Context: an optimization exercise on an open-source flow, tuned for small area. The choices shown serve that exercise and are no tape-out recipe. Only simulation tests tie the RTL to the original design; equivalence was not proved. No activity file was given, so power comes from the tool's default toggle rates.

--- flow/run.sh ---
#!/bin/bash
# synth_recipe.tcl (not shown) runs the flow's synth.tcl, then flattens the netlist and writes it again
# the make line also repeats each setting of config.mk as NAME=value (left out here)
make -C /OpenROAD-flow-scripts/flow DESIGN_CONFIG=/design/flow/config.mk WORK_HOME=/design/flow/orfs CLKGATE_MAP_FILE= SYNTH_SCRIPT=/design/flow/synth_recipe.tcl finish
--- flow/config.mk ---
export PLATFORM = sky130hd
export DESIGN_NAME = aes_128_key_store
export DESIGN_NICKNAME = aes_128_key_store
export VERILOG_FILES = /design/flow/design.v
export SDC_FILE = /design/flow/constraint.sdc
export NUM_CORES = 4
export LEC_CHECK = 0
export CAP_MARGIN = 20
export CORE_MARGIN = 2
export CORE_UTILIZATION = 40
export SLEW_MARGIN = 20
--- flow/constraint.sdc ---
create_clock -name core_clock -period 5.0 [get_ports {clk}]
set_input_delay 1.0000 -clock core_clock [delete_from_list [all_inputs] [get_ports {clk}]]
set_output_delay 1.0000 -clock core_clock [all_outputs]
set_load 0.01 [all_outputs]
--- flow/design.v ---
package aes_128_key_pkg;
  localparam int KEY_WORD_W    = 64;
  localparam int NUM_ROUNDS    = 11;
  localparam int WORDS_PER_SET = 2 * NUM_ROUNDS;
  typedef logic [127:0]          round_key_t;
  typedef logic [KEY_WORD_W-1:0] key_word_t;
  typedef logic [4:0]            key_ptr_t;
  typedef enum logic {
    ST_EMPTY  = 1'b0,
    ST_ACTIVE = 1'b1
  } store_state_t;
  localparam key_ptr_t LAST_PTR = key_ptr_t'(WORDS_PER_SET - 1);
endpackage
module aes_128_key_bank (
  input  logic                        clk,
  input  logic                        we,
  input  aes_128_key_pkg::key_ptr_t   waddr,
  input  aes_128_key_pkg::key_word_t  wdata,
  input  logic [3:0]                  r,
  output aes_128_key_pkg::round_key_t rd
);
  aes_128_key_pkg::key_word_t mem [aes_128_key_pkg::WORDS_PER_SET];
  always_ff @(posedge clk) begin
    if (we) mem[waddr] <= wdata;
  end
  always_comb begin
    rd = '0;
    if (r < 4'(aes_128_key_pkg::NUM_ROUNDS)) rd = {mem[{r, 1'b1}], mem[{r, 1'b0}]};
  end
endmodule
module aes_128_key_store (
  input  logic         clk,
  input  logic         kill,
  input  logic         en_wr,
  input  logic [63:0]  key_round_wr,
  input  logic         switch_key,
  input  logic [3:0]   rd_round,
  output logic [127:0] rd_key,
  output logic         key_idx,
  output logic         key_valid,
  output logic         shadow_full,
  output logic         switch_err_pulse
);
  aes_128_key_pkg::store_state_t state_q, state_d;
  aes_128_key_pkg::key_ptr_t     wp_q;
  logic         full_q;
  logic         key_idx_q;
  logic         err_p1;
  aes_128_key_pkg::round_key_t   rd_key_p1;
  aes_128_key_pkg::round_key_t   rd0, rd1;
  logic         switch_ok, switch_rej;
  logic         we0, we1;
  aes_128_key_pkg::key_ptr_t     waddr;
  assign switch_ok  = switch_key && full_q && !en_wr;
  assign switch_rej = switch_key && !switch_ok;
  assign we0   = en_wr && !kill &&  key_idx_q;
  assign we1   = en_wr && !kill && !key_idx_q;
  assign waddr = full_q ? '0 : wp_q;
  aes_128_key_bank u_bank0 (
    .clk   (clk),
    .we    (we0),
    .waddr (waddr),
    .wdata (key_round_wr),
    .r     (rd_round),
    .rd    (rd0)
  );
  aes_128_key_bank u_bank1 (
    .clk   (clk),
    .we    (we1),
    .waddr (waddr),
    .wdata (key_round_wr),
    .r     (rd_round),
    .rd    (rd1)
  );
  always_ff @(posedge clk) begin
    if (kill) state_q <= aes_128_key_pkg::ST_EMPTY;
    else      state_q <= state_d;
  end
  always_comb begin
    state_d = state_q;
    if (switch_ok) state_d = aes_128_key_pkg::ST_ACTIVE;
  end
  always_ff @(posedge clk) begin
    if (kill) begin
      wp_q      <= '0;
      full_q    <= 1'b0;
      key_idx_q <= 1'b0;
      err_p1    <= 1'b0;
      rd_key_p1 <= '0;
    end else begin
      err_p1    <= switch_rej;
      rd_key_p1 <= (state_q == aes_128_key_pkg::ST_ACTIVE) ? (key_idx_q ? rd1 : rd0) : '0;
      if (en_wr) begin
        if (full_q) begin
          wp_q   <= aes_128_key_pkg::key_ptr_t'(1);
          full_q <= 1'b0;
        end else if (wp_q == aes_128_key_pkg::LAST_PTR) begin
          wp_q   <= '0;
          full_q <= 1'b1;
        end else begin
          wp_q <= wp_q + aes_128_key_pkg::key_ptr_t'(1);
        end
      end else if (switch_ok) begin
        wp_q      <= '0;
        full_q    <= 1'b0;
        key_idx_q <= ~key_idx_q;
      end
    end
  end
  assign rd_key           = rd_key_p1;
  assign key_idx          = key_idx_q;
  assign key_valid        = (state_q == aes_128_key_pkg::ST_ACTIVE);
  assign shadow_full      = full_q;
  assign switch_err_pulse = err_p1;
endmodule
==> reports/results.tsv, run 1 <==
stage	metric	value	unit
power_and_ir_drop	Pleak	40.61	nW
power_and_ir_drop	PwrDens	394.7	mW/mm2
yosys	Seq/Total Area, Yosys	78.32	%
sta	Worst Setup Slack, final	1.308	ns
route	violation count after the first detailed-route iteration	5216	
placed_design	gpl congestion	0.7413	
hold_path	Endpoint, Worst Hold	wp_q[1]	
hold_path	worst hold start	wp_q[1]	
cts	CTS tree	yes	
yosys	syn avg cell area	21.65	um2
floorplan	die height	531.9	um
cts	CTS H-tree depth	5	
critical_path	CP Data Arrival Time	2.69	ns
yosys	Top FF cell, synth	edfxtp_1	
yosys	synthesized area	0.1115	mm2
route	post-route ant nets	0	
critical_path	Reg2Reg Setup Slack	2.00	ns
yosys	Synth cell types	38	
route	# DRC	0	
yosys	Post-synth EDFFs	2816	
flow_run	Max-Cap Viols	0	
floorplan	DIE AREA	0.2829	mm2
power_and_ir_drop	Peak supply drop	0.2546	mV
hold_path	hold path depth	2	
cts	Resize count post-CTS	0	
grt	grt total ovfl	0	
power_and_ir_drop	switch share	20.36	%
floorplan	die width	531.9	um
layout	final net count	5671	
route	DRT Wirelength	275100	um
grt	vias in the first global route	54342	
sta	final hold violations	0	
layout	area grow syn2layout	15.99	%
grt	first-pass GRT wire length	393500	um
sta	count of pins over their slew limit	0	
sta	setup_tns	0	ns
power_and_ir_drop	Total Power	51.04	mW
yosys	most common cell in the netlist	edfxtp_1	
layout	fraction of layout cells with a size suffix above 1	25.64	%
route	number of vias in the routed layout	53150	
placed_design	Port Buffers	203	
power_and_ir_drop	Logic pwr share	3.3	%
grt	GR Util All Layers	19.05	%
cts	CTS Buf Count	307	
power_and_ir_drop	Seq pwr share	53.2	%
power_and_ir_drop	P_sw	10.39	mW
sta	Fin Hold WS	0.6000	ns
critical_path	kind of critical path	flip-flop to output port	
floorplan	core area	0.2767	mm2
sta	Clock Skew	0.04480	ns
cts	Clock Path Buffers	4	
critical_path	crit path capture type	output port	
cts	root buffer cell	clkbuf_16	
power_and_ir_drop	internal power	40.65	mW
route	DR vias/cell	5.565	
placed_design	Placement Setup Slack	0.8448	ns
placed_design	dpl cell area	0.1195	mm2
status	outcome	finished clean	
sta	# setup viols final	0	
yosys	Synth Net Count	5224	
cts	Setup Buffers After CTS	0	
hold_path	HP Class	flip-flop to flip-flop	
floorplan	Starting Density	40.28	%
critical_path	worst reg2reg endpoint	rd_key_p1[76]	
sta	Final period util	73.85	%
sta	Slew headroom	30.88	%
cts	CTS Hold Bufs	0	
critical_path	worst-path maximum fanout	47	
power_and_ir_drop	clock share of power	43.5	%
sta	RSZ-0062 raised after global routing	false	
yosys	post-synth top area cell	edfxtp_1	
critical_path	FF-to-FF path depth	5	
yosys	Syn Inst Count	5150	
sta	slew at the pin closest to its max-slew limit	1.034	ns
yosys	synthesis-stage register bit count	2953	
sta	final worst path period need	3.692	ns
layout	post-route cell area	0.1293	mm2
floorplan	std cell rows	193	
floorplan	IO Count	204	
critical_path	Crit Reg-Reg Startpoint	key_idx_q	
sta	f_max	0.2708	GHz
grt	initial antenna violation count	5	
cts	Clock transition at path regs	0.06	ns
route	DRT Pass-1 Iters	6	
cts	CTS Sinks	2953	
cts	Worst-Skew Late Latency	0.87	ns
yosys	share of the synthesized area in the top cell type	75.86	%
yosys	most area-consuming cells after synthesis	edfxtp_1 76%, mux4_2 10%, mux2_2 2.5%, dfxtp_1 2.5%, mux2i_1 2.3%	
route	average detailed-routed wire length per instance	28.81	um
critical_path	crit start category	flip-flop	
yosys	list of most frequent post-synthesis cells	2816 x edfxtp_1, 512 x mux4_2, 258 x a211oi_1, 256 x mux2i_1, 248 x mux2_2	
placed_design	HPWL Detailed	144000	um
critical_path	Critical Path RT	4.00	ns
yosys	Post-synth ARST share	0	%
yosys	Synth warnings	2	
grt	largest net degree at the start of global routing	102	
==> worst max-delay path, cell delays in order (launching register included) <==
cell and delay (ns):
dfxtp_4 0.69, buf_12 0.48, clkdlybuf4s50_1 0.64
==> sequential cells by signal (all words and copies together), names as in the netlist <==
register,flops
u_bank0.mem,1408
u_bank1.mem,1408
rd_key_p1,128
wp_q,5
err_p1,1
full_q,1
key_idx_q,1
state_q,1
==> cells in the final DEF, fill, tap and decap left out, types with 129 or more instances in the layout <==
cell type	n
buf_4	162
a211oi_1	258
inv_1	129
dfxtp_1	136
clkdlybuf4s50_1	184
nor2b_1	129
mux2i_1	256
mux4_2	512
mux2_2	248
clkbuf_16	312
edfxtp_1	2816
==> final cells by class <==
type | count | area (um2)
Fill cell | 22912 | 147400
Sequential cell | 2953 | 87310
Multi-Input combinational cell | 1775 | 22570
Clock buffer | 424 | 8528
Tap cell | 3705 | 4636
Timing Repair Buffer | 431 | 4513
Clock inverter | 130 | 1251
Inverter | 129 | 484.2
Antenna cell | 4 | 10.01
==> per-stage QoR <==
stage | cells | util, %
global placement | 8993 | 43.19
global route | 9548 | 46.72
detailed placement | 8993 | 43.19
floorplan | 5150 | -
finish | 9551 | 46.72
CTS | 9547 | 46.72
==> how the worst max path moves through the flow <==
stage | end | startpoint | slack, ns
finish | key_idx | key_idx_q | 1.31
detailed placement | u_bank1.mem[13][27] | kill | 0.84
CTS | key_idx | key_idx_q | 1.16
global route | key_idx | key_idx_q | 1.16
global placement | u_bank1.mem[5][26] | kill | 0.87
floorplan | u_bank1.mem[5][0] | en_wr | -0.03
==> power groups by stage <==
stage                     Combinational, mW  Sequential [mW]  Clock (mW)
after floorplan                       0.951             27.7           0
after global placement                 1.68             27.7           0
after detailed placement               1.72             27.7           0
after CTS                              1.72             27.1        22.6
after global routing                   1.82             27.1        23.6
final                                  1.69             27.1        22.2
==> cell families (layout without fill, tap and decap cells) <==
family          Yosys count  count (layout)  synth area share (%)
fa+ha+maj                 2               2               0.02244
other cells               0               4                     0
flops                  2953            2953                 78.32
compound gates          524             524                 3.520
mux                    1024            1024                 15.23
buf+inv                 422            1114                 1.773
simple gates            221             221                 1.107
xor+xnor                  4               4               0.03142
==> per-layer routing <==
metal	vias to the layer above	track usage, %	wire length [um]
met1	28791	26.39	117600
met5	-	0	29
met2	1624	31.91	136500
met3	399	2.372	14330
li1	22332	-	-
met4	4	5.007	6691
==> inputs of run 2 (changes only) <==
==> flow/design.v (replaced) <==
package aes_128_key_pkg;
  localparam int KEY_WORD_W    = 64;
  localparam int NUM_ROUNDS    = 11;
  localparam int WORDS_PER_SET = 2 * NUM_ROUNDS;
  typedef logic [127:0]          round_key_t;
  typedef logic [KEY_WORD_W-1:0] key_word_t;
  typedef logic [4:0]            key_ptr_t;
  localparam key_ptr_t LAST_PTR = key_ptr_t'(WORDS_PER_SET - 1);
endpackage
module aes_128_key_bank (
  input  logic                        clk,
  input  logic                        shift,    
  input  aes_128_key_pkg::key_word_t  wdata,
  input  logic                        copy,     
  input  logic [10:0]                 sel,      
  output aes_128_key_pkg::round_key_t rd
);
  logic [63:0]  sh  [22];
  logic [127:0] act [11];
  always_ff @(posedge clk) begin
    if (shift) begin
      sh[0] <= wdata;
      for (int i = 1; i < 22; i++) sh[i] <= sh[i-1];
    end
  end
  always_ff @(posedge clk) begin
    if (copy) begin
      for (int r = 0; r < 11; r++)
        act[r] <= {sh[20-2*r], sh[21-2*r]};
    end
  end
  always_comb begin
    rd = '0;
    for (int r = 0; r < 11; r++)
      rd = rd | (act[r] & {128{sel[r]}});
  end
endmodule
module aes_128_key_store (
  input  logic         clk,
  input  logic         kill,
  input  logic         en_wr,
  input  logic [63:0]  key_round_wr,
  input  logic         switch_key,
  input  logic [3:0]   rd_round,
  output logic [127:0] rd_key,
  output logic         key_idx,
  output logic         key_valid,
  output logic         shadow_full,
  output logic         switch_err_pulse
);
  aes_128_key_pkg::key_ptr_t wp_q;
  logic        full_q;
  logic        key_idx_q;
  logic        valid_q;
  logic        err_q;
  logic        copy_q;
  logic [10:0] sel_q;
  logic        switch_ok;
  assign switch_ok = switch_key && full_q && !en_wr;
  aes_128_key_bank u_bank (
    .clk   (clk),
    .shift (en_wr && !kill),
    .wdata (key_round_wr),
    .copy  (copy_q),
    .sel   (sel_q),
    .rd    (rd_key)
  );
  always_ff @(posedge clk) begin
    if (kill) begin
      wp_q      <= '0;
      full_q    <= 1'b0;
      key_idx_q <= 1'b0;
      valid_q   <= 1'b0;
      err_q     <= 1'b0;
      copy_q    <= 1'b0;
      sel_q     <= '0;
    end else begin
      err_q  <= switch_key && !switch_ok;
      copy_q <= switch_ok;
      for (int r = 0; r < 11; r++)
        sel_q[r] <= valid_q && (rd_round == 4'(r));
      if (en_wr) begin
        if (full_q) begin
          wp_q   <= aes_128_key_pkg::key_ptr_t'(1);
          full_q <= 1'b0;
        end else if (wp_q == aes_128_key_pkg::LAST_PTR) begin
          wp_q   <= '0;
          full_q <= 1'b1;
        end else begin
          wp_q <= wp_q + aes_128_key_pkg::key_ptr_t'(1);
        end
      end else if (switch_ok) begin
        wp_q      <= '0;
        full_q    <= 1'b0;
        key_idx_q <= ~key_idx_q;
        valid_q   <= 1'b1;
      end
    end
  end
  assign key_idx          = key_idx_q;
  assign key_valid        = valid_q;
  assign shadow_full      = full_q;
  assign switch_err_pulse = err_q;
endmodule
--- a/flow/config.mk
+++ b/flow/config.mk
@@ -9,3 +9,4 @@
 export CORE_MARGIN = 2
-export CORE_UTILIZATION = 40
+export CORE_UTILIZATION = 60
+export CTS_BUF_LIST = sky130_fd_sc_hd__clkbuf_4
 export SLEW_MARGIN = 20
==> run 2 against run 1 <==
- final area shrank 18%
- setup slack worse by 1.0 ns
- clock skew rose by 0.017 ns
- utilization is 22 points higher
- critical path depth rose by 2
- flip-flop and latch count fell by 116
- global-route usage grew 3.4 points
- largest cell class unchanged
- fmax decreased by 22%
- clock power down about 20%
==> reports/results.tsv, run 2 <==
stage	metric	value	unit
status	outcome	finished clean	
placed_design	Port Buffers	203	
route	DR vias/cell	5.880	
floorplan	Starting Density	60.24	%
yosys	Synth Net Count	3894	
yosys	syn avg cell area	24.21	um2
route	number of vias in the routed layout	42330	
yosys	post-synthesis compound-gate area fraction	6.309	%
yosys	synthesis-stage register bit count	2837	
sta	Fin Hold WS	0.2298	ns
yosys	Syn Inst Count	3820	
critical_path	kind of critical path	flip-flop to output port	
yosys	list of most frequent post-synthesis cells	2816 x edfxtp_1, 255 x a221oi_1, 255 x a22o_1, 130 x nand3_1, 128 x a222oi_1	
yosys	area share of fa/ha/maj cells after synthesis	0.02706	%
grt	largest net degree at the start of global routing	156	
layout	post-route cell area	0.1059	mm2
critical_path	Critical Path RT	4.00	ns
flow_run	Max-Cap Viols	0	
layout	commonest cells after routing, fill and taps aside	2816 x edfxtp_1, 980 x clkbuf_4, 255 x a22o_1, 255 x a221oi_1, 203 x clkdlybuf4s50_1	
yosys	Synth cell types	36	
placed_design	gpl congestion	0.7893	
placed_design	Placement Setup Slack	1.360	ns
yosys	XOR/XNOR Fraction of Synth Area	0.009472	%
yosys	Synth warnings	4	
layout	area grow syn2layout	14.53	%
power_and_ir_drop	PwrDens	424.6	mW/mm2
sta	# setup viols final	0	
sta	final worst path period need	4.740	ns
power_and_ir_drop	Peak supply drop	0.3094	mV
route	DRT Wirelength	176800	um
layout	Final Util	68.99	%
sta	setup_tns	0	ns
route	violation count after the first detailed-route iteration	4597	
yosys	most common cell in the netlist	edfxtp_1	
route	# DRC	0	
floorplan	die height	396.6	um
layout	FILL cells	9709	
sta	Final period util	94.80	%
critical_path	crit path capture type	output port	
yosys	post-synth top area cell	edfxtp_1	
critical_path	Crit Reg-Reg Startpoint	copy_q	
grt	GR Util All Layers	22.46	%
floorplan	std cell rows	144	
yosys	Top FF cell, synth	edfxtp_1	
power_and_ir_drop	Pleak	34.56	nW
sta	Worst Setup Slack, final	0.2601	ns
sta	f_max	0.2110	GHz
hold_path	worst hold start	key_round_wr[31]	
grt	first-pass GRT wire length	265100	um
placed_design	placed insts	6011	
sta	Slew headroom	38.95	%
cts	CTS tree	yes	
cts	CTS Buf Count	687	
layout	fraction of layout cells with a size suffix above 1	22.03	%
cts	Worst-Skew Late Latency	1.34	ns
sta	final hold violations	0	
layout	Post-Layout Cell Count	7199	
sta	Clock Skew	0.06136	ns
cts	CTS H-tree depth	6	
yosys	largest family of logic cells by synthesized area	compound AO/OA/AOI/OAI gates	
sta	count of pins over their slew limit	0	
grt	vias in the first global route	44172	
yosys	synthesized area	0.09247	mm2
cts	Clock transition at path regs	0.07	ns
critical_path	CP Data Arrival Time	3.74	ns
power_and_ir_drop	Total Power	44.97	mW
yosys	simple-gate area share of the yosys netlist	0.9404	%
layout	commonest non-fill, non-tap cell in the layout	edfxtp_1	
critical_path	CP startpoint	sel_q[9]	
critical_path	crit start category	flip-flop	
critical_path	worst-path maximum fanout	48	
yosys	Post-synth EDFFs	2816	
placed_design	dpl cell area	0.09760	mm2
sta	slew at the pin closest to its max-slew limit	0.9157	ns
layout	largest registers	u_bank.act (1408), u_bank.sh (1408), sel_q (11)	
cts	CTS Sinks	2837	
sta	RSZ-0062 raised after global routing	false	
placed_design	HPWL Detailed	94320	um
yosys	Post-synth ARST share	0	%
floorplan	die width	396.6	um
route	DRT Pass-1 Iters	8	
floorplan	DIE AREA	0.1573	mm2
cts	root buffer cell	clkbuf_4	
grt	grt total ovfl	0	
route	average detailed-routed wire length per instance	24.56	um
yosys	share of the synthesized area in the top cell type	91.45	%
layout	final net count	4733	
grt	initial antenna violation count	3	
floorplan	core area	0.1535	mm2
hold_path	HP Class	input port to flip-flop	
yosys	most area-consuming cells after synthesis	edfxtp_1 91%, a221oi_1 2.4%, a22o_1 2.4%, a222oi_1 1.4%, nand3_1 0.70%	
yosys	mux cell area share after synthesis	0	%
floorplan	IO Count	204	
yosys	Seq/Total Area, Yosys	91.90	%
route	post-route ant nets	0	
cts	Clock Path Buffers	4	
## run 2: cell types whose count changed after synthesis, sizes merged, moves of 128 or more
| cell | previous run | this run |
|---|---|---|
| mux4 | 512 | 0 |
| a211oi | 258 | 0 |
| mux2 | 256 | 0 |
| mux2i | 256 | 0 |
| a221oi | 0 | 255 |
| a22o | 0 | 255 |
| a222oi | 0 | 128 |
| nor2b | 129 | 1 |
## run 2: layout make-up
cell class	count	area [um2]	share of cell area, %
Antenna cell	11	27.53	0.02599
Clock buffer	980	7357	6.947
Clock inverter	194	862.1	0.8140
Inverter	2	7.507	0.007088
Multi-Input combinational cell	826	6745	6.369
Sequential cell	2837	85030	80.28
Tap cell	2044	2557	2.415
Timing Repair Buffer	305	3323	3.138
## run 2: per-layer routing
metal | vias up | track usage (%) | wire, um
met5 | - | 0 | 0
met1 | 21897 | 32.07 | 76410
met2 | 1642 | 34.66 | 85190
li1 | 18547 | - | -
met4 | 0 | 7.740 | 3538
met3 | 244 | 5.371 | 11660
## run 2: worst paths after layout
check | endpoint | cells after the start | slack (ns)
worst max-delay path | rd_key[93] | 4 | 0.26
worst min-delay path | u_bank.sh[0][31] | 1 | 0.23
worst max register to register | u_bank.act[2][6] | 2 | 2.76
worst min register to register | u_bank.act[0][29] | 0 | 0.39
## run 2: cell families after synthesis
group	Yosys count
flip-flops	2837
XOR/XNOR	1
buffers and inverters	157
AO/OA/AOI/OAI	651
AND/OR/NAND/NOR	172
adder cells (fa/ha/maj)	2
## run 2: critical path: stages, from the launching register on
cell and delay, ns:
dfxtp_4 0.87, buf_12 0.42, a222oi_1 0.16, nand3_1 0.15
clkdlybuf4s50_1 0.80
## run 2: power breakdown
group	internal [mW]	leakage (nW)	total, mW	switching (mW)
combinational	0.0902	3.58	0.345	0.254
clock	9.20	4.94	17.8	8.64
sequential	26.5	26.0	26.8	0.237
total	35.8	34.6	45.0	9.13
## run 2: timing repair
item | 4_1_cts | 5_1_grt
resized for setup | 0 | 0
setup endpoints to repair | 27 | 0
hold buffers | 0 | 0
setup buffers | 3 | 0
==> inputs of run 3 (changes only) <==
--- a/flow/config.mk
+++ b/flow/config.mk
@@ -10,3 +10,4 @@
 export CORE_UTILIZATION = 60
-export CTS_BUF_LIST = sky130_fd_sc_hd__clkbuf_4
+export CTS_BUF_LIST = sky130_fd_sc_hd__clkbuf_8
+export CTS_CLUSTER_SIZE = 30
 export SLEW_MARGIN = 20
==> run 3 against run 2 <==
- largest cell class unchanged
- sequential power hardly changed
- still clean
- utilization is 0.29 points lower
- global-route usage is 0.56 points lower
- sequential share of layout area is 0.34 points higher
- final cell count is 6.0% lower
- setup slack better by 0.12 ns
- count of clock-buffer cells in the layout is 539 lower
- synthesized cell count stayed put
- first-iteration DRC count is 6.7% lower
- power is 0.78% lower
==> reports/results.tsv, run 3 <==
stage	metric	value	unit
status	outcome	finished clean	
critical_path	crit start category	flip-flop	
sta	f_max	0.2162	GHz
placed_design	dpl cell area	0.09760	mm2
layout	area occupied by multi-input gates	0.006745	mm2
floorplan	die height	396.6	um
critical_path	worst-path cell chain	buf_4 > a22o_1 > a221oi_1 > nand3_1 > clkdlybuf4s50_1	
cts	root buffer cell	clkbuf_8	
grt	vias in the first global route	42057	
cts	CTS tree	yes	
layout	FILL cells	9538	
floorplan	core area	0.1535	mm2
power_and_ir_drop	switch share	19.87	%
floorplan	DIE AREA	0.1573	mm2
yosys	synthesized area	0.09247	mm2
cts	Clock transition at path regs	0.06	ns
yosys	Post-synth EDFFs	2816	
layout	final net count	4481	
power_and_ir_drop	Seq pwr share	60.1	%
grt	grt total ovfl	0	
critical_path	CP Data Arrival Time	3.62	ns
yosys	Synth warnings	4	
layout	area grow syn2layout	14.05	%
sta	Clock Skew	0.06186	ns
cts	Setup Buffers After CTS	0	
hold_path	HP Class	flip-flop to flip-flop	
yosys	Top FF cell, synth	edfxtp_1	
layout	largest registers	u_bank.act (1408), u_bank.sh (1408), sel_q (11)	
critical_path	Reg2Reg Setup Slack	2.73	ns
critical_path	Critical-path top delay cell	dfxtp_4	
cts	Resize count post-CTS	0	
route	average detailed-routed wire length per instance	25.58	um
layout	commonest non-fill, non-tap cell in the layout	edfxtp_1	
grt	first-pass GRT wire length	258500	um
yosys	post-synth top area cell	edfxtp_1	
sta	slew at the pin closest to its max-slew limit	1.074	ns
yosys	Synth cell types	36	
route	number of vias in the routed layout	40696	
sta	Worst Setup Slack, final	0.3751	ns
route	violation count after the first detailed-route iteration	4288	
sta	final hold violations	0	
grt	largest net degree at the start of global routing	156	
route	# DRC	0	
cts	Clock Path Buffers	4	
yosys	Synth Net Count	3894	
floorplan	die width	396.6	um
placed_design	Placement Setup Slack	1.360	ns
grt	GR Util All Layers	21.90	%
sta	Fin Hold WS	0.3871	ns
floorplan	std cell rows	144	
grt	initial antenna violation count	2	
placed_design	gpl congestion	0.7893	
cts	Worst-Skew Late Latency	0.99	ns
sta	# setup viols final	0	
cts	CTS Sinks	2837	
route	DR vias/cell	6.011	
yosys	list of most frequent post-synthesis cells	2816 x edfxtp_1, 255 x a221oi_1, 255 x a22o_1, 130 x nand3_1, 128 x a222oi_1	
critical_path	Critical Path RT	4.00	ns
yosys	most area-consuming cells after synthesis	edfxtp_1 91%, a221oi_1 2.4%, a22o_1 2.4%, a222oi_1 1.4%, nand3_1 0.70%	
sta	count of pins over their slew limit	0	
floorplan	Starting Density	60.24	%
power_and_ir_drop	clock share of power	39.2	%
yosys	most common cell in the netlist	edfxtp_1	
route	post-route ant nets	0	
power_and_ir_drop	Pleak	34.11	nW
power_and_ir_drop	internal power	35.75	mW
power_and_ir_drop	P_sw	8.866	mW
critical_path	crit path capture type	output port	
critical_path	kind of critical path	flip-flop to output port	
floorplan	IO Count	204	
yosys	Seq/Total Area, Yosys	91.90	%
yosys	synthesis-stage register bit count	2837	
placed_design	HPWL Detailed	94320	um
power_and_ir_drop	PwrDens	423.1	mW/mm2
route	DRT Wirelength	173200	um
cts	CTS Buf Count	438	
power_and_ir_drop	Logic pwr share	0.8	%
yosys	syn avg cell area	24.21	um2
sta	final worst path period need	4.625	ns
layout	post-route cell area	0.1055	mm2
sta	setup_tns	0	ns
layout	fraction of layout cells with a size suffix above 1	13.74	%
sta	RSZ-0062 raised after global routing	false	
sta	Slew headroom	28.39	%
flow_run	Max-Cap Viols	0	
layout	commonest cells after routing, fill and taps aside	2816 x edfxtp_1, 441 x clkbuf_8, 255 x a22o_1, 255 x a221oi_1, 203 x clkdlybuf4s50_1	
layout	register area	0.08503	mm2
yosys	share of the synthesized area in the top cell type	91.45	%
cts	CTS Hold Bufs	0	
yosys	Syn Inst Count	3820	
yosys	Post-synth ARST share	0	%
critical_path	slowest stage delay, CP	1.02	ns
power_and_ir_drop	Peak supply drop	0.2628	mV
route	DRT Pass-1 Iters	6	
critical_path	worst-path maximum fanout	50	
cts	CTS H-tree depth	5	
placed_design	Port Buffers	203	
sta	Final period util	92.50	%
[run 3: cells by family after synthesis]
logic type      count (synthesis)  share of synthesized area (%)
flops                        2837                          91.90
compound gates                651                          6.309
simple gates                  172                         0.9404
buf+inv                       157                         0.8119
fa+ha+maj                       2                        0.02706
xor+xnor                        1                       0.009473
[run 3: worst paths after layout]
path,start,depth (start not counted),end
setup / recovery,sel_q[8],5,rd_key[115]
setup reg to reg,copy_q,2,u_bank.act[1][86]
hold / removal,u_bank.sh[21][63],0,u_bank.act[0][63]
hold reg to reg,u_bank.sh[21][63],0,u_bank.act[0][63]
[run 3: routing by layer]
metal,global-route usage [%],share of wire (%),vias to the layer above
met5,0,0,-
met4,6.729,2.1,0
met3,3.756,5.6,290
met2,34.37,48,1414
met1,32.17,44,21330
li1,-,-,17662
[run 3: layout make-up]
cell class              count  share of cell area, %
diodes                      2               0.004746
clock buffers             441                  5.755
clock inverters           316                  1.692
inverters                   2               0.007119
multi-input cells         826                  6.396
flip-flops and latches   2837                  80.63
well taps                2044                  2.425
repair buffers            302                  3.094
[run 3: power groups by stage]
stage               Combinational (mW)  Clock (mW)  Sequential [mW]
global route                     0.378        19.0             26.8
CTS                              0.354        18.0             26.8
global placement                 0.340           0             27.3
floorplan                        0.166           0             27.5
detailed placement               0.357           0             27.3
finish                           0.344        17.5             26.8
[run 3: metrics by stage]
step                      total power [mW]  util (%)  cells
after floorplan                      27.70         -   3820
after global placement               27.60     63.58   6011
after detailed placement             27.64     63.58   6011
after CTS                            45.13     68.70   6768
after global routing                 46.16     68.70   6769
final                                44.62     68.70   6770
[run 3: critical path, delay by kind of cell, from the launching register on]
family                 cells  cell delay, ns
buffers and inverters      2            1.04
DFF                        1            1.02
AOI/OAI and AO/OA          2            0.27
and+or+nand+nor            1            0.24
==> inputs of run 4 (changes only) <==
--- a/flow/config.mk
+++ b/flow/config.mk
@@ -10,3 +10,4 @@
 export CORE_UTILIZATION = 60
-export CTS_BUF_LIST = sky130_fd_sc_hd__clkbuf_8
+export CTS_BUF_LIST = sky130_fd_sc_hd__clkbuf_16
+export CTS_CLUSTER_DIAMETER = 80
 export CTS_CLUSTER_SIZE = 30
==> run 4 against run 3 <==
- utilization shrank 2.6 points
- global-route usage shrank 0.97 points
- fmax grew 4.9%
- register-to-register slack gained 0.03 ns
- final area shrank 3.7%
- first-iteration DRC count grew 8.3%
- synthesized area is the same
- clock power shrank 31%
- flip-flop and latch count is the same
- critical path depth is the same
- clock skew shrank 0.042 ns
- count of clock-buffer cells in the layout shrank 313
- critical path type unchanged
- critical endpoint unchanged
- largest cell class unchanged
- highest routed layer unchanged
==> reports/results.tsv, run 4 <==
stage	metric	value	unit
status	outcome	finished clean	
layout	commonest cells after routing, fill and taps aside	2816 x edfxtp_1, 255 x a22o_1, 255 x a221oi_1	
critical_path	CP Data Arrival Time	3.41	ns
cts	Clock transition at path regs	0.11	ns
critical_path	worst-path cell chain	buf_4 > a22o_1 > a221oi_1 > nand3_1 > clkdlybuf4s50_1	
yosys	share of the synthesized area in the top cell type	91.45	%
critical_path	Critical-path top delay cell	dfxtp_4	
grt	grt total ovfl	0	
cts	root buffer cell	clkbuf_16	
placed_design	placed insts	6011	
layout	final net count	4162	
yosys	Synth Net Count	3894	
critical_path	Worst Path Buf+Inv	2	
critical_path	Critical Path RT	4.00	ns
cts	CTS Buf Count	119	
yosys	Top FF cell, synth	edfxtp_1	
route	average detailed-routed wire length per instance	26.80	um
floorplan	DIE AREA	0.1573	mm2
layout	largest registers	u_bank.act (1408), u_bank.sh (1408), sel_q (11)	
yosys	Seq/Total Area, Yosys	91.90	%
power_and_ir_drop	switch share	19.19	%
route	DRT Wirelength	166500	um
cts	Setup Buffers After CTS	0	
floorplan	die height	396.6	um
layout	n_diodes	0	
flow_run	Max-Cap Viols	0	
yosys	list of most frequent post-synthesis cells	2816 x edfxtp_1, 255 x a221oi_1, 255 x a22o_1, 130 x nand3_1, 128 x a222oi_1	
grt	initial antenna violation count	1	
cts	CTS Sinks	2837	
sta	Clock Skew	0.02006	ns
route	# DRC	0	
route	DR vias/cell	6.233	
placed_design	Port Buffers	203	
cts	Clock Path Buffers	3	
sta	Slew headroom	26.99	%
sta	slew at the pin closest to its max-slew limit	1.095	ns
placed_design	gpl congestion	0.7893	
layout	area grow syn2layout	9.791	%
yosys	Synth cell types	36	
route	post-route ant nets	0	
sta	count of pins over their slew limit	0	
yosys	synthesized area	0.09247	mm2
power_and_ir_drop	clock share of power	30.8	%
yosys	Post-synth ARST share	0	%
layout	fraction of layout cells with a size suffix above 1	7.364	%
power_and_ir_drop	Pleak	31.55	nW
power_and_ir_drop	Peak supply drop	0.3875	mV
power_and_ir_drop	Total Power	39.16	mW
layout	commonest non-fill, non-tap cell in the layout	edfxtp_1	
floorplan	die width	396.6	um
yosys	most area-consuming cells after synthesis	edfxtp_1 91%, a221oi_1 2.4%, a22o_1 2.4%, a222oi_1 1.4%, nand3_1 0.70%	
yosys	Synth warnings	4	
sta	RSZ-0062 raised after global routing	false	
grt	first-pass GRT wire length	247400	um
power_and_ir_drop	PwrDens	385.7	mW/mm2
route	violation count after the first detailed-route iteration	4645	
critical_path	delay-heaviest family, CP	flip-flops	
critical_path	crit start category	flip-flop	
hold_path	HP Class	flip-flop to flip-flop	
yosys	syn avg cell area	24.21	um2
critical_path	worst-path maximum fanout	50	
cts	Resize count post-CTS	0	
yosys	most common cell in the netlist	edfxtp_1	
floorplan	IO Count	204	
route	DRT Pass-1 Iters	6	
yosys	Syn Inst Count	3820	
sta	final worst path period need	4.410	ns
cts	Worst-Skew Late Latency	0.77	ns
sta	setup_tns	0	ns
floorplan	core area	0.1535	mm2
power_and_ir_drop	internal power	31.64	mW
sta	Final period util	88.20	%
critical_path	slowest stage delay, CP	1.04	ns
grt	GR Util All Layers	20.93	%
sta	f_max	0.2268	GHz
floorplan	Starting Density	60.24	%
sta	final hold violations	0	
floorplan	std cell rows	144	
power_and_ir_drop	P_sw	7.514	mW
placed_design	HPWL Detailed	94320	um
yosys	post-synth top area cell	edfxtp_1	
critical_path	crit path capture type	output port	
power_and_ir_drop	Logic pwr share	0.9	%
yosys	synthesis-stage register bit count	2837	
layout	FILL cells	9753	
cts	CTS Hold Bufs	0	
sta	# setup viols final	0	
grt	vias in the first global route	38700	
grt	largest net degree at the start of global routing	156	
cts	CTS H-tree depth	3	
cts	CTS tree	yes	
route	number of vias in the routed layout	38723	
critical_path	kind of critical path	flip-flop to output port	
yosys	Post-synth EDFFs	2816	
layout	Post-Layout Cell Count	6213	
power_and_ir_drop	Seq pwr share	68.3	%
-- run 4: changes by cell type in the layout (fill, tap and decap cells not counted), moves of 5 or more --
cell       change
clkbuf_16    +128
clkinv_8       +5
clkinv_1      -93
inv_1        -120
clkinv_4       +8
inv_8         +10
bufinv_16     -14
clkinv_2      -54
inv_6         +17
clkbuf_8     -441
-- run 4: worst reg2reg max path, delay by kind of cell (launching register included) --
family / cells / cell delay (ns)
buffers and inverters: 2 / 1.09
flip-flops: 1 / 0.75
-- run 4: power by group through the flow --
stage,sequential (mW),combinational (mW),clock (mW)
6_report,26.8,0.344,12.1
2_1_floorplan,27.5,0.166,0
5_1_grt,26.8,0.378,13.2
4_1_cts,26.8,0.354,12.4
3_3_place_gp,27.3,0.340,0
3_5_place_dp,27.3,0.357,0
-- run 4: cell families after synthesis --
group	count (synthesis)	share of synthesized area [%]
fa+ha+maj	2	0.02706
compound gates	651	6.309
xor+xnor	1	0.009473
flops	2837	91.90
simple gates	172	0.9404
buf+inv	157	0.8119
-- run 4: layout make-up --
| class | instances | area, um2 | area share (%) |
|---|---|---|---|
| Clock inverter | 74 | 720.7 | 0.7099 |
| Tap cell | 2044 | 2557 | 2.519 |
| Clock buffer | 128 | 3203 | 3.155 |
| Inverter | 2 | 7.507 | 0.007395 |
| Sequential cell | 2837 | 85030 | 83.75 |
| Multi-Input combinational cell | 826 | 6745 | 6.644 |
| Timing Repair Buffer | 302 | 3263 | 3.214 |
-- run 4: final timing paths --
check                                        from                 to  slack (ns)  cells past startpoint
worst max register to register             copy_q  u_bank.act[7][70]        2.76                      2
worst max-delay path                     sel_q[8]        rd_key[115]        0.59                      5
worst min-delay path            u_bank.sh[21][32]  u_bank.act[0][32]        0.41                      0
worst min register to register  u_bank.sh[21][32]  u_bank.act[0][32]        0.41                      0
-- run 4: metrics by stage --
step	util, %	cell area (um2)	hold slack [ns]	worst slack, ns
after global routing	66.14	101500	0.4253	0.4505
after CTS	66.14	101500	0.4109	0.4832
after floorplan	-	92490	0.4003	-17.43
after global placement	63.58	97600	0.4008	1.380
after detailed placement	63.58	97600	0.4045	1.360
final	66.14	101500	0.4143	0.5900
-- run 4: metal layers --
| metal | track usage (%) | share of wire, % | wire [um] |
|---|---|---|---|
| met4 | 3.687 | 1.6 | 2583 |
| met1 | 31.78 | 45 | 74170 |
| met2 | 33.80 | 49 | 81270 |
| met5 | 0 | 0 | 0 |
| met3 | 2.612 | 5.1 | 8496 |
==> inputs of run 5 (changes only) <==
--- a/flow/config.mk
+++ b/flow/config.mk
@@ -9,6 +9,3 @@
 export CORE_MARGIN = 2
-export CORE_UTILIZATION = 60
-export CTS_BUF_LIST = sky130_fd_sc_hd__clkbuf_16
-export CTS_CLUSTER_DIAMETER = 80
-export CTS_CLUSTER_SIZE = 30
+export CORE_UTILIZATION = 40
 export SLEW_MARGIN = 20
==> run 5 against run 4 <==
- clock power up 72%
- final cell count increased by 21%
- synthesized area unchanged
- largest power group unchanged
- sequential power barely moved
- highest routed layer unchanged
- critical path depth shrank 1
- count of clock-buffer cells in the layout up 237
- synthesized cell count stayed put
- global-route usage shrank 6.0 points
- still clean
- die area rose by 49%
- setup slack gained 0.021 ns
==> reports/results.tsv, run 5 <==
stage	metric	value	unit
placed_design	gpl congestion	0.7350	
floorplan	std cell rows	176	
yosys	synthesized area	0.09247	mm2
yosys	Post-synth EDFFs	2816	
layout	area grow syn2layout	17.16	%
cts	CTS Sinks	2837	
yosys	Seq/Total Area, Yosys	91.90	%
yosys	post-synth top area cell	edfxtp_1	
critical_path	FF-to-FF path depth	3	
sta	slew at the pin closest to its max-slew limit	0.9580	ns
cts	Resize count post-CTS	0	
yosys	mux cell area share after synthesis	0	%
cts	CTS Buf Count	299	
floorplan	DIE AREA	0.2350	mm2
floorplan	core area	0.2299	mm2
layout	commonest cells after routing, fill and taps aside	2816 x edfxtp_1, 305 x clkbuf_16, 255 x a22o_1, 255 x a221oi_1, 203 x clkdlybuf4s50_1	
critical_path	Reg2Reg Setup Slack	2.77	ns
hold_path	hold path depth	0	
yosys	share of the synthesized area in the top cell type	91.45	%
critical_path	worst-path maximum fanout	37	
critical_path	CP startpoint	sel_q[3]	
flow_run	Max-Cap Viols	0	
grt	GR Util All Layers	14.91	%
layout	FILL cells	18623	
power_and_ir_drop	Logic pwr share	0.8	%
power_and_ir_drop	clock share of power	43.4	%
cts	Setup Buffers After CTS	0	
sta	count of pins over their slew limit	0	
grt	initial antenna violation count	5	
floorplan	die height	484.8	um
yosys	simple-gate area share of the yosys netlist	0.9404	%
power_and_ir_drop	Seq pwr share	55.8	%
route	# DRC	0	
sta	final worst path period need	4.389	ns
power_and_ir_drop	P_sw	9.135	mW
route	post-route ant nets	0	
yosys	largest family of logic cells by synthesized area	compound AO/OA/AOI/OAI gates	
power_and_ir_drop	PwrDens	442.9	mW/mm2
critical_path	Critical Path RT	4.00	ns
yosys	Post-synth ARST share	0	%
critical_path	worst reg2reg endpoint	u_bank.act[7][10]	
grt	grt total ovfl	0	
yosys	Synth cell types	36	
yosys	most common cell in the netlist	edfxtp_1	
power_and_ir_drop	Total Power	47.98	mW
cts	CTS H-tree depth	5	
yosys	Synth warnings	4	
layout	fraction of layout cells with a size suffix above 1	12.06	%
layout	final net count	4367	
cts	Clock Path Buffers	4	
route	violation count after the first detailed-route iteration	4833	
sta	Slew headroom	36.00	%
floorplan	Starting Density	40.22	%
floorplan	die width	484.8	um
cts	CTS Hold Bufs	0	
layout	commonest non-fill, non-tap cell in the layout	edfxtp_1	
yosys	syn avg cell area	24.21	um2
route	DR vias/cell	5.319	
power_and_ir_drop	Peak supply drop	0.3411	mV
yosys	list of most frequent post-synthesis cells	2816 x edfxtp_1, 255 x a221oi_1, 255 x a22o_1, 130 x nand3_1, 128 x a222oi_1	
sta	f_max	0.2278	GHz
power_and_ir_drop	Pleak	34.22	nW
route	DRT Pass-1 Iters	8	
sta	Final period util	87.79	%
yosys	Syn Inst Count	3820	
layout	largest registers	u_bank.act (1408), u_bank.sh (1408), sel_q (11)	
route	number of vias in the routed layout	40097	
cts	Worst-Skew Late Latency	0.93	ns
yosys	XOR/XNOR Fraction of Synth Area	0.009472	%
route	DRT Wirelength	179400	um
yosys	Top FF cell, synth	edfxtp_1	
sta	setup_tns	0	ns
sta	RSZ-0062 raised after global routing	false	
power_and_ir_drop	internal power	38.85	mW
grt	vias in the first global route	40852	
critical_path	kind of critical path	flip-flop to output port	
sta	# setup viols final	0	
hold_path	worst hold start	u_bank.sh[21][32]	
yosys	area share of fa/ha/maj cells after synthesis	0.02706	%
hold_path	Endpoint, Worst Hold	u_bank.act[0][32]	
hold_path	HP Class	flip-flop to flip-flop	
placed_design	HPWL Detailed	98850	um
critical_path	CP Data Arrival Time	3.39	ns
yosys	Synth Net Count	3894	
cts	Clock transition at path regs	0.06	ns
cts	root buffer cell	clkbuf_16	
yosys	post-synthesis compound-gate area fraction	6.309	%
sta	Fin Hold WS	0.3762	ns
grt	first-pass GRT wire length	264400	um
yosys	most area-consuming cells after synthesis	edfxtp_1 91%, a221oi_1 2.4%, a22o_1 2.4%, a222oi_1 1.4%, nand3_1 0.70%	
sta	final hold violations	0	
placed_design	Port Buffers	203	
cts	CTS tree	yes	
yosys	synthesis-stage register bit count	2837	
floorplan	IO Count	204	
status	outcome	finished clean	
critical_path	Crit Reg-Reg Startpoint	copy_q	
route	average detailed-routed wire length per instance	23.80	um
critical_path	crit path capture type	output port	
critical_path	crit start category	flip-flop	
power_and_ir_drop	switch share	19.04	%
sta	Clock Skew	0.08454	ns
grt	largest net degree at the start of global routing	142	
run 5: cell counts after synthesis:
No cell type changed its count.
run 5: critical path: stages, from the launching register on:
cell and delay (ns):
dfxtp_4 0.88, buf_4 0.47, a222oi_1 0.17, nand3_1 0.24, clkdlybuf4s50_1 0.58
run 5: worst max-delay path by stage:
| stage | end | cells past startpoint |
|---|---|---|
| floorplan | u_bank.sh[0][0] | 1 |
| global placement | u_bank.sh[10][4] | 4 |
| detailed placement | u_bank.sh[11][4] | 4 |
| CTS | rd_key[56] | 4 |
| global route | rd_key[56] | 4 |
| finish | rd_key[56] | 4 |
run 5: area by class of cell:
cell class / count / area [um2] / share of cell area, %
Sequential cell: 2837 / 85030 / 78.48
Clock buffer: 365 / 7858 / 7.253
Multi-Input combinational cell: 826 / 6745 / 6.226
Tap cell: 3026 / 3786 / 3.495
Timing Repair Buffer: 327 / 3608 / 3.331
Clock inverter: 146 / 1285 / 1.186
Antenna cell: 10 / 25.02 / 0.02310
Inverter: 2 / 7.507 / 0.006929
run 5: cell families (layout without fill, tap and decap cells):
group                    after synthesis  after routing
XOR/XNOR                               1              1
AO/OA/AOI/OAI                        651            651
flip-flops                          2837           2837
buffers and inverters                157            840
adder cells (fa/ha/maj)                2              2
AND/OR/NAND/NOR                      172            172
other                                  0             10
run 5: routing by layer:
metal / vias to the layer above / global-route usage (%) / routed length, um
li1: 17394 / - / -
met1: 21075 / 21.37 / 79790
met2: 1354 / 23.13 / 84470
met4: 0 / 4.389 / 4117
met5: - / 0 / 0
met3: 274 / 3.068 / 11060
run 5: per-stage QoR:
stage / std cells / instance area (um2) / worst slack (ns) / util (%)
floorplan: 3820 / 92490 / -17.43 / -
global placement: 7017 / 99150 / 1.227 / 43.13
detailed placement: 7018 / 99170 / 1.192 / 43.14
CTS: 7529 / 108300 / 0.4470 / 47.11
global route: 7539 / 108300 / 0.3743 / 47.13
finish: 7539 / 108300 / 0.6106 / 47.13
run 5: power groups by stage:
stage	Sequential [mW]	Combinational (mW)	Clock (mW)
floorplan	27.5	0.166	0
CTS	26.8	0.380	21.4
detailed placement	27.3	0.381	0
finish	26.8	0.366	20.8
global placement	27.3	0.372	0
global route	26.8	0.402	22.3
==> inputs of run 6 (changes only) <==
--- a/flow/design.v
+++ b/flow/design.v
@@ -12,4 +12,6 @@
   input  logic                        shift,    
+  input  logic                        keep,     
   input  aes_128_key_pkg::key_word_t  wdata,
   input  logic                        copy,     
+  input  logic                        hold,     
   input  logic [10:0]                 sel,      
@@ -20,12 +22,8 @@
   always_ff @(posedge clk) begin
-    if (shift) begin
-      sh[0] <= wdata;
-      for (int i = 1; i < 22; i++) sh[i] <= sh[i-1];
-    end
+    sh[0] <= (sh[0] & {64{keep}}) | (wdata & {64{shift}});
+    for (int i = 1; i < 22; i++) sh[i] <= (sh[i] & {64{keep}}) | (sh[i-1] & {64{shift}});
   end
   always_ff @(posedge clk) begin
-    if (copy) begin
-      for (int r = 0; r < 11; r++)
-        act[r] <= {sh[20-2*r], sh[21-2*r]};
-    end
+    for (int r = 0; r < 11; r++)
+      act[r] <= (act[r] & {128{hold}}) | ({sh[20-2*r], sh[21-2*r]} & {128{copy}});
   end
@@ -56,2 +54,3 @@
   logic        copy_q;
+  logic        hold_q;
   logic [10:0] sel_q;
@@ -62,4 +61,6 @@
     .shift (en_wr && !kill),
+    .keep  (!en_wr),
     .wdata (key_round_wr),
     .copy  (copy_q),
+    .hold  (hold_q),
     .sel   (sel_q),
@@ -75,2 +76,3 @@
       copy_q    <= 1'b0;
+      hold_q    <= 1'b0;
       sel_q     <= '0;
@@ -79,2 +81,3 @@
       copy_q <= switch_ok;
+      hold_q <= !switch_ok;
       for (int r = 0; r < 11; r++)
--- a/flow/config.mk
+++ b/flow/config.mk
@@ -9,3 +9,7 @@
 export CORE_MARGIN = 2
-export CORE_UTILIZATION = 40
+export CORE_UTILIZATION = 60
+export CTS_BUF_LIST = sky130_fd_sc_hd__clkbuf_16
+export CTS_CLUSTER_DIAMETER = 80
+export CTS_CLUSTER_SIZE = 30
 export SLEW_MARGIN = 20
+export SYNTH_HIERARCHICAL = 1
==> run 6 against run 5 <==
- global-route usage is 12 points higher
- critical path depth increased by 1
- routed wire length grew 22%
- sequential share of layout area down 21 points
- register-to-register slack improved by 0.17 ns
- sequential power shrank 15%
- die area fell by 33%
==> reports/results.tsv, run 6 <==
stage	metric	value	unit
yosys	share of the synthesized area in the top cell type	61.41	%
yosys	Top FF cell, synth	dfxtp_1	
placed_design	Port Buffers	203	
yosys	Synth Net Count	7338	
yosys	post-synthesis compound-gate area fraction	33.19	%
yosys	most area-consuming cells after synthesis	dfxtp_1 61%, a22o_1 29%, buf_2 3.4%, a221oi_1 2.1%, a222oi_1 1.4%	
layout	area grow syn2layout	6.545	%
yosys	area share of fa/ha/maj cells after synthesis	0.02705	%
sta	slew at the pin closest to its max-slew limit	1.101	ns
yosys	most common cell in the netlist	a22o_1	
hold_path	worst hold start	u_bank.sh[21][1]	
layout	largest registers	u_bank.act (1408), u_bank.sh (1408), sel_q (11)	
layout	final net count	7007	
yosys	list of most frequent post-synthesis cells	3071 x a22o_1, 2838 x dfxtp_1, 625 x buf_2, 220 x a221oi_1	
yosys	simple-gate area share of the yosys netlist	0.9602	%
sta	RSZ-0062 raised after global routing	false	
route	average detailed-routed wire length per instance	24.21	um
cts	Resize count post-CTS	0	
critical_path	Reg2Reg Setup Slack	2.94	ns
yosys	largest family of logic cells by synthesized area	compound AO/OA/AOI/OAI gates	
yosys	synthesized area	0.09251	mm2
cts	CTS tree	yes	
grt	vias in the first global route	58066	
floorplan	core area	0.1535	mm2
yosys	Post-synth ARST share	0	%
floorplan	std cell rows	144	
power_and_ir_drop	Logic pwr share	2.4	%
floorplan	die height	396.7	um
grt	GR Util All Layers	26.64	%
cts	Clock Path Buffers	3	
critical_path	Crit Reg-Reg Startpoint	hold_q	
sta	# setup viols final	0	
yosys	Post-synth EDFFs	0	
power_and_ir_drop	PwrDens	361.6	mW/mm2
critical_path	worst reg2reg endpoint	u_bank.act[3][51]	
critical_path	Critical Path RT	4.00	ns
power_and_ir_drop	Seq pwr share	64.2	%
route	violation count after the first detailed-route iteration	5967	
hold_path	HP Class	flip-flop to flip-flop	
critical_path	CP Data Arrival Time	3.40	ns
critical_path	crit start category	flip-flop	
critical_path	worst-path maximum fanout	47	
cts	CTS Hold Bufs	0	
critical_path	kind of critical path	flip-flop to output port	
cts	Clock transition at path regs	0.11	ns
yosys	Synth cell types	36	
cts	Setup Buffers After CTS	0	
hold_path	hold path depth	1	
sta	f_max	0.2274	GHz
route	DRT Wirelength	219100	um
critical_path	FF-to-FF path depth	3	
route	number of vias in the routed layout	61487	
cts	Worst-Skew Late Latency	0.78	ns
sta	count of pins over their slew limit	0	
sta	final hold violations	0	
power_and_ir_drop	P_sw	7.983	mW
route	DR vias/cell	6.793	
route	post-route ant nets	0	
power_and_ir_drop	switch share	22.40	%
cts	CTS H-tree depth	3	
floorplan	DIE AREA	0.1573	mm2
critical_path	crit path capture type	output port	
hold_path	Endpoint, Worst Hold	u_bank.act[0][1]	
grt	initial antenna violation count	13	
yosys	Synth warnings	10	
sta	Slew headroom	26.60	%
placed_design	HPWL Detailed	124600	um
floorplan	IO Count	204	
floorplan	Starting Density	60.27	%
cts	CTS Buf Count	118	
yosys	syn avg cell area	12.74	um2
cts	CTS Sinks	2838	
yosys	mux cell area share after synthesis	0	%
route	# DRC	0	
placed_design	Placement Setup Slack	1.443	ns
grt	largest net degree at the start of global routing	201	
layout	fraction of layout cells with a size suffix above 1	5.238	%
power_and_ir_drop	Peak supply drop	0.3092	mV
status	outcome	finished clean	
placed_design	gpl congestion	0.7702	
grt	first-pass GRT wire length	343300	um
flow_run	Max-Cap Viols	0	
sta	Worst Setup Slack, final	0.6027	ns
grt	grt total ovfl	0	
sta	Final period util	87.95	%
power_and_ir_drop	internal power	27.66	mW
yosys	XOR/XNOR Fraction of Synth Area	0.009467	%
floorplan	die width	396.7	um
cts	root buffer cell	clkbuf_16	
sta	Clock Skew	0.03009	ns
yosys	post-synth top area cell	dfxtp_1	
layout	commonest non-fill, non-tap cell in the layout	a22o_1	
yosys	Seq/Total Area, Yosys	61.41	%
sta	final worst path period need	4.397	ns
yosys	synthesis-stage register bit count	2838	
layout	commonest cells after routing, fill and taps aside	3071 x a22o_1, 2825 x dfxtp_1, 220 x a221oi_1	
route	DRT Pass-1 Iters	8	
yosys	Syn Inst Count	7264	
power_and_ir_drop	clock share of power	33.4	%
sta	setup_tns	0	ns
power_and_ir_drop	Pleak	37.24	nW
run 6: changes by cell type in the layout (fill, tap and decap cells not counted), sizes merged, moves of 3 or more:
cell / before / now
clkinvlp: 14 / 5
edfxtp: 2816 / 0
inv: 13 / 40
clkbuf: 365 / 121
nand3b: 1 / 4
bufinv: 20 / 2
a22o: 255 / 3071
buf: 124 / 129
diode: 10 / 1
clkinv: 101 / 29
a21oi: 6 / 3
dfxtp: 21 / 2838
run 6: layer usage:
layer	global-route usage, %	routed length [um]
met1	40.72	105900
met2	39.73	96190
met3	4.084	12490
met4	5.568	4488
met5	0	115
run 6: Yosys stat by module (local to each module, per instance):
| module | cells | times used | area, um2 |
|---|---|---|---|
| aes_128_key_bank | 7183 | 1 | 91720 |
| aes_128_key_store | 81 | 1 | 797.0 |
run 6: how the worst max path moves through the flow:
| stage | start | end | cells past startpoint |
|---|---|---|---|
| 6_report | sel_q[4] | rd_key[76] | 5 |
| 5_1_grt | sel_q[4] | rd_key[76] | 5 |
| 4_1_cts | sel_q[4] | rd_key[76] | 5 |
| 3_5_place_dp | en_wr | u_bank.sh[16][43] | 6 |
| 3_3_place_gp | en_wr | u_bank.sh[18][63] | 6 |
| 2_1_floorplan | kill | u_bank.sh[18][32] | 7 |
run 6: kinds of logic (layout without fill, tap and decap cells):
family | after synthesis | after routing
buffers and inverters | 787 | 529
flip-flops | 2838 | 2838
XOR/XNOR | 1 | 1
other | 0 | 1
AO/OA/AOI/OAI | 3465 | 3465
AND/OR/NAND/NOR | 171 | 171
adder cells (fa/ha/maj) | 2 | 2
run 6: final cells by class:
cell class / instances / area [um2]
Sequential cell: 2838 / 56860
Fill cell: 11923 / 54940
Multi-Input combinational cell: 3639 / 31640
Timing Repair Buffer: 332 / 3789
Clock buffer: 121 / 3028
Tap cell: 2044 / 2557
Clock inverter: 72 / 669.4
Inverter: 4 / 22.52
Antenna cell: 1 / 2.502
run 6: stage by stage:
stage / utilization [%] / area, um2 / total power [mW] / cells / hold WS (ns)
floorplan: - / 92510 / 23.97 / 7264 / 0.4388
global placement: 61.80 / 94870 / 24.24 / 8857 / 0.4510
detailed placement: 61.80 / 94870 / 24.25 / 8857 / 0.4539
CTS: 64.21 / 98570 / 35.90 / 9050 / 0.4782
global route: 64.21 / 98570 / 36.77 / 9051 / 0.4903
finish: 64.21 / 98570 / 35.64 / 9051 / 0.4761
run 6: power by group through the flow:
| stage | combinational (mW) | sequential [mW] | clock [mW] |
|---|---|---|---|
| final | 0.858 | 22.9 | 11.9 |
| after global routing | 0.930 | 22.9 | 12.9 |
| after CTS | 0.860 | 22.9 | 12.2 |
| after detailed placement | 0.858 | 23.4 | 0 |
| after global placement | 0.850 | 23.4 | 0 |
| after floorplan | 0.641 | 23.3 | 0 |
run 6: critical path: stages, from the launching register on:
cell and delay (ns):
dfxtp_4 0.88, buf_12 0.40, a22o_1 0.21, a221oi_1 0.08
nand3_1 0.34, clkdlybuf4s50_1 0.61
==> inputs of run 7 (changes only) <==
==> flow/flow/run.sh (new file) <==
#!/bin/bash
set -e
cp standard.sh standard_copy.sh.txt 2>/dev/null || true
export BUFFER_PORTS_ARGS="-buffer_cell sky130_fd_sc_hd__buf_1"
export CTS_ARGS="-sink_clustering_enable -repair_clock_nets -sink_clustering_size 30 -sink_clustering_max_diameter 80 -buf_list sky130_fd_sc_hd__clkbuf_16 -dont_use_dummy_load"
bash standard.sh > standard.log 2>&1
==> flow/standard.sh (new file) <==
#!/bin/bash
# synth_recipe.tcl (not shown) runs the flow's synth.tcl, then flattens the netlist and writes it again
# the make line also repeats each setting of config.mk as NAME=value (left out here)
make -C /OpenROAD-flow-scripts/flow DESIGN_CONFIG=/design/flow/config.mk WORK_HOME=/design/flow/orfs CLKGATE_MAP_FILE= SYNTH_SCRIPT=/design/flow/synth_recipe.tcl "${@:-finish}"
removed: flow/run.sh
==> run 7 against run 6 <==
- final area fell by 2.0%
- via count fell by 0.11%
- first-iteration DRC count fell by 8.3%
- sequential power barely moved
- flip-flop and latch count did not move
- power fell by 2.8%
- utilization fell by 1.3 points
- non-clock buffer count rose by 1
- synthesized area did not move
- synthesized cell count did not move
- largest power group unchanged
- highest routed layer unchanged
==> reports/results.tsv, run 7 <==
stage	metric	value	unit
critical_path	crit path capture type	output port	
yosys	simple-gate area share of the yosys netlist	0.9602	%
layout	area grow syn2layout	4.440	%
cts	Worst-Skew Late Latency	0.78	ns
yosys	most area-consuming cells after synthesis	dfxtp_1 61%, a22o_1 29%, buf_2 3.4%, a221oi_1 2.1%, a222oi_1 1.4%	
yosys	syn avg cell area	12.74	um2
grt	grt total ovfl	0	
cts	CTS Hold Bufs	0	
hold_path	HP Class	input port to flip-flop	
sta	slew at the pin closest to its max-slew limit	1.171	ns
yosys	Post-synth ARST share	0	%
yosys	Synth warnings	10	
sta	Slew headroom	21.91	%
yosys	list of most frequent post-synthesis cells	3071 x a22o_1, 2838 x dfxtp_1, 625 x buf_2, 220 x a221oi_1	
sta	final worst path period need	4.150	ns
floorplan	die height	396.7	um
flow_run	Max-Cap Viols	0	
cts	CTS H-tree depth	3	
sta	RSZ-0062 raised after global routing	false	
floorplan	die width	396.7	um
yosys	area share of fa/ha/maj cells after synthesis	0.02705	%
grt	initial antenna violation count	11	
route	violation count after the first detailed-route iteration	5474	
yosys	post-synth top area cell	dfxtp_1	
layout	FILL cells	12136	
power_and_ir_drop	PwrDens	358.5	mW/mm2
route	DRT Pass-1 Iters	6	
yosys	largest family of logic cells by synthesized area	compound AO/OA/AOI/OAI gates	
critical_path	Worst Path Buf+Inv	2	
cts	CTS tree	yes	
grt	largest net degree at the start of global routing	190	
critical_path	slowest stage delay, CP	1.04	ns
yosys	Top FF cell, synth	dfxtp_1	
sta	# setup viols final	0	
cts	Clock Path Buffers	3	
critical_path	delay-heaviest family, CP	flip-flops	
layout	n_diodes	0	
floorplan	IO Count	204	
grt	GR Util All Layers	26.87	%
yosys	Synth Net Count	7338	
critical_path	kind of critical path	flip-flop to output port	
sta	setup_tns	0	ns
floorplan	DIE AREA	0.1573	mm2
route	# DRC	0	
layout	commonest cells after routing, fill and taps aside	3071 x a22o_1, 2825 x dfxtp_1, 220 x a221oi_1	
layout	fraction of layout cells with a size suffix above 1	4.384	%
layout	largest registers	u_bank.act (1408), u_bank.sh (1408), sel_q (11)	
cts	Resize count post-CTS	0	
yosys	XOR/XNOR Fraction of Synth Area	0.009467	%
sta	Clock Skew	0.05319	ns
yosys	synthesized area	0.09251	mm2
cts	CTS Buf Count	121	
route	average detailed-routed wire length per instance	24.55	um
yosys	mux cell area share after synthesis	0	%
sta	Final period util	83.01	%
yosys	post-synthesis compound-gate area fraction	33.19	%
placed_design	Placement Setup Slack	1.571	ns
placed_design	dpl cell area	0.09359	mm2
floorplan	Starting Density	60.27	%
critical_path	worst-path cell chain	buf_4 > a22o_1 > a221oi_1 > nand3_1 > buf_1	
power_and_ir_drop	Pleak	36.42	nW
cts	CTS Sinks	2838	
placed_design	placed insts	8858	
yosys	share of the synthesized area in the top cell type	61.41	%
yosys	most common cell in the netlist	a22o_1	
cts	Setup Buffers After CTS	0	
layout	final net count	7011	
layout	Post-Layout Cell Count	8979	
placed_design	gpl congestion	0.7549	
layout	commonest non-fill, non-tap cell in the layout	a22o_1	
yosys	Syn Inst Count	7264	
sta	Worst Setup Slack, final	0.8496	ns
route	DR vias/cell	6.840	
critical_path	Critical-path top delay cell	dfxtp_4	
placed_design	Port Buffers	203	
yosys	Seq/Total Area, Yosys	61.41	%
critical_path	crit start category	flip-flop	
sta	final hold violations	0	
sta	f_max	0.2409	GHz
placed_design	HPWL Detailed	126400	um
power_and_ir_drop	Peak supply drop	0.3217	mV
yosys	Synth cell types	36	
status	outcome	finished clean	
cts	Clock transition at path regs	0.11	ns
cts	root buffer cell	clkbuf_16	
grt	first-pass GRT wire length	346200	um
yosys	synthesis-stage register bit count	2838	
grt	vias in the first global route	58415	
yosys	Post-synth EDFFs	0	
sta	count of pins over their slew limit	0	
critical_path	CP Data Arrival Time	3.15	ns
floorplan	core area	0.1535	mm2
critical_path	Critical Path RT	4.00	ns
layout	post-route cell area	0.09662	mm2
critical_path	worst-path maximum fanout	45	
route	post-route ant nets	0	
floorplan	std cell rows	144	
route	number of vias in the routed layout	61418	
route	DRT Wirelength	220500	um
run 7: worst register-to-register path, stage by stage (launching register included):
cell,delay [ns]
dfxtp_4,0.84
buf_12,0.44
buf_12,0.47
a22o_1,0.31
run 7: layout make-up:
type / count / area (um2) / area share (%)
flip-flops and latches: 2838 / 56860 / 58.85
inverters: 4 / 22.52 / 0.02331
clock buffers: 121 / 3028 / 3.134
repair buffers: 333 / 2514 / 2.602
well taps: 2044 / 2557 / 2.647
multi-input cells: 3639 / 31640 / 32.74
run 7: worst paths after layout:
kind | start | endpoint | slack [ns] | depth (start not counted)
worst max-delay path | sel_q[5] | rd_key[99] | 0.85 | 5
worst min-delay path | key_round_wr[57] | u_bank.sh[0][57] | 0.42 | 2
worst max register to register | copy_q | u_bank.act[8][127] | 2.87 | 3
worst min register to register | u_bank.sh[21][56] | u_bank.act[0][56] | 0.46 | 1
run 7: kinds of logic (layout without fill, tap and decap cells):
group                      Yosys count  in the layout
AOI/OAI and AO/OA                 3465           3465
DFF                               2838           2838
buffers and inverters              787            458
and+or+nand+nor                    171            171
adders and majority gates            2              2
xor gates and xnor gates             1              1
run 7: stage by stage:
stage	utilization, %	power (mW)	hold slack (ns)
finish	62.94	34.64	0.4236
global route	62.94	35.77	0.3873
CTS	62.94	34.92	0.3818
detailed placement	60.97	24.23	0.4540
global placement	60.97	24.22	0.4487
floorplan	-	23.97	0.4388
run 7: per-module statistics from Yosys, one instance, submodules excluded:
| module | flip-flops and latches | cells | cell area, um2 | times used |
|---|---|---|---|---|
| aes_128_key_store | 22 | 81 | 797.0 | 1 |
| aes_128_key_bank | 2816 | 7183 | 91720 | 1 |
run 7: power by group:
part / switching (mW) / internal (mW) / total (mW)
Combinational: 0.633 / 0.204 / 0.838
Sequential: 0.149 / 22.7 / 22.9
Clock: 6.62 / 4.32 / 10.9
Total: 7.40 / 27.2 / 34.6
run 7: per-layer routing:
| layer | wire length (um) | GRT usage, % | vias up |
|---|---|---|---|
| met4 | 4312 | 5.697 | 14 |
| met5 | 103 | 0 | - |
| met3 | 10750 | 3.436 | 234 |
| met1 | 107900 | 41.14 | 31430 |
| li1 | - | - | 28266 |
| met2 | 97430 | 40.49 | 1474 |

afterwards: timing with drivers on the ports:
The flow's constraints put no driver on any port. The routed layouts listed below were extracted and timed again, unchanged, in two steps. Step 1 (the two cells are an assumption about what drives the block):
set clk [get_ports {clk}]
set_driving_cell -lib_cell sky130_fd_sc_hd__clkbuf_16 $clk
set_driving_cell -lib_cell sky130_fd_sc_hd__buf_2 [delete_from_list [all_inputs] $clk]
Step 2 adds t to the input delays and takes it off the output delays; t is the mean of the earliest and latest rising clock arrival at the registers after step 1. Input paths then give back, and output paths get back, about the clock's delay inside the block. Slacks: no drivers / after step 1 / after step 2; pairs: no drivers / after step 1.
run | shift t [ns] | setup slack, ns | worst setup path at the end
run 1 | 0.934 | 1.308 / 1.216 / 0.801 | input to register
run 2 | 1.379 | 0.260 / 0.186 / 1.390 | input to register
run 3 | 1.039 | 0.375 / 0.300 / 1.339 | register to output
run 4 | 0.842 | 0.590 / 0.503 / 1.345 | register to output
run 5 | 0.974 | 0.611 / 0.529 / 1.242 | input to register
run 6 | 0.846 | 0.603 / 0.521 / 1.367 | register to output
run 7 | 0.843 | 0.850 / 0.761 / 1.496 | input to register
After both steps every run listed still meets setup and hold. For run 1, which loses most, drivers alone change the setup slack by -0.092 ns; drivers and shift together by -0.507 ns.
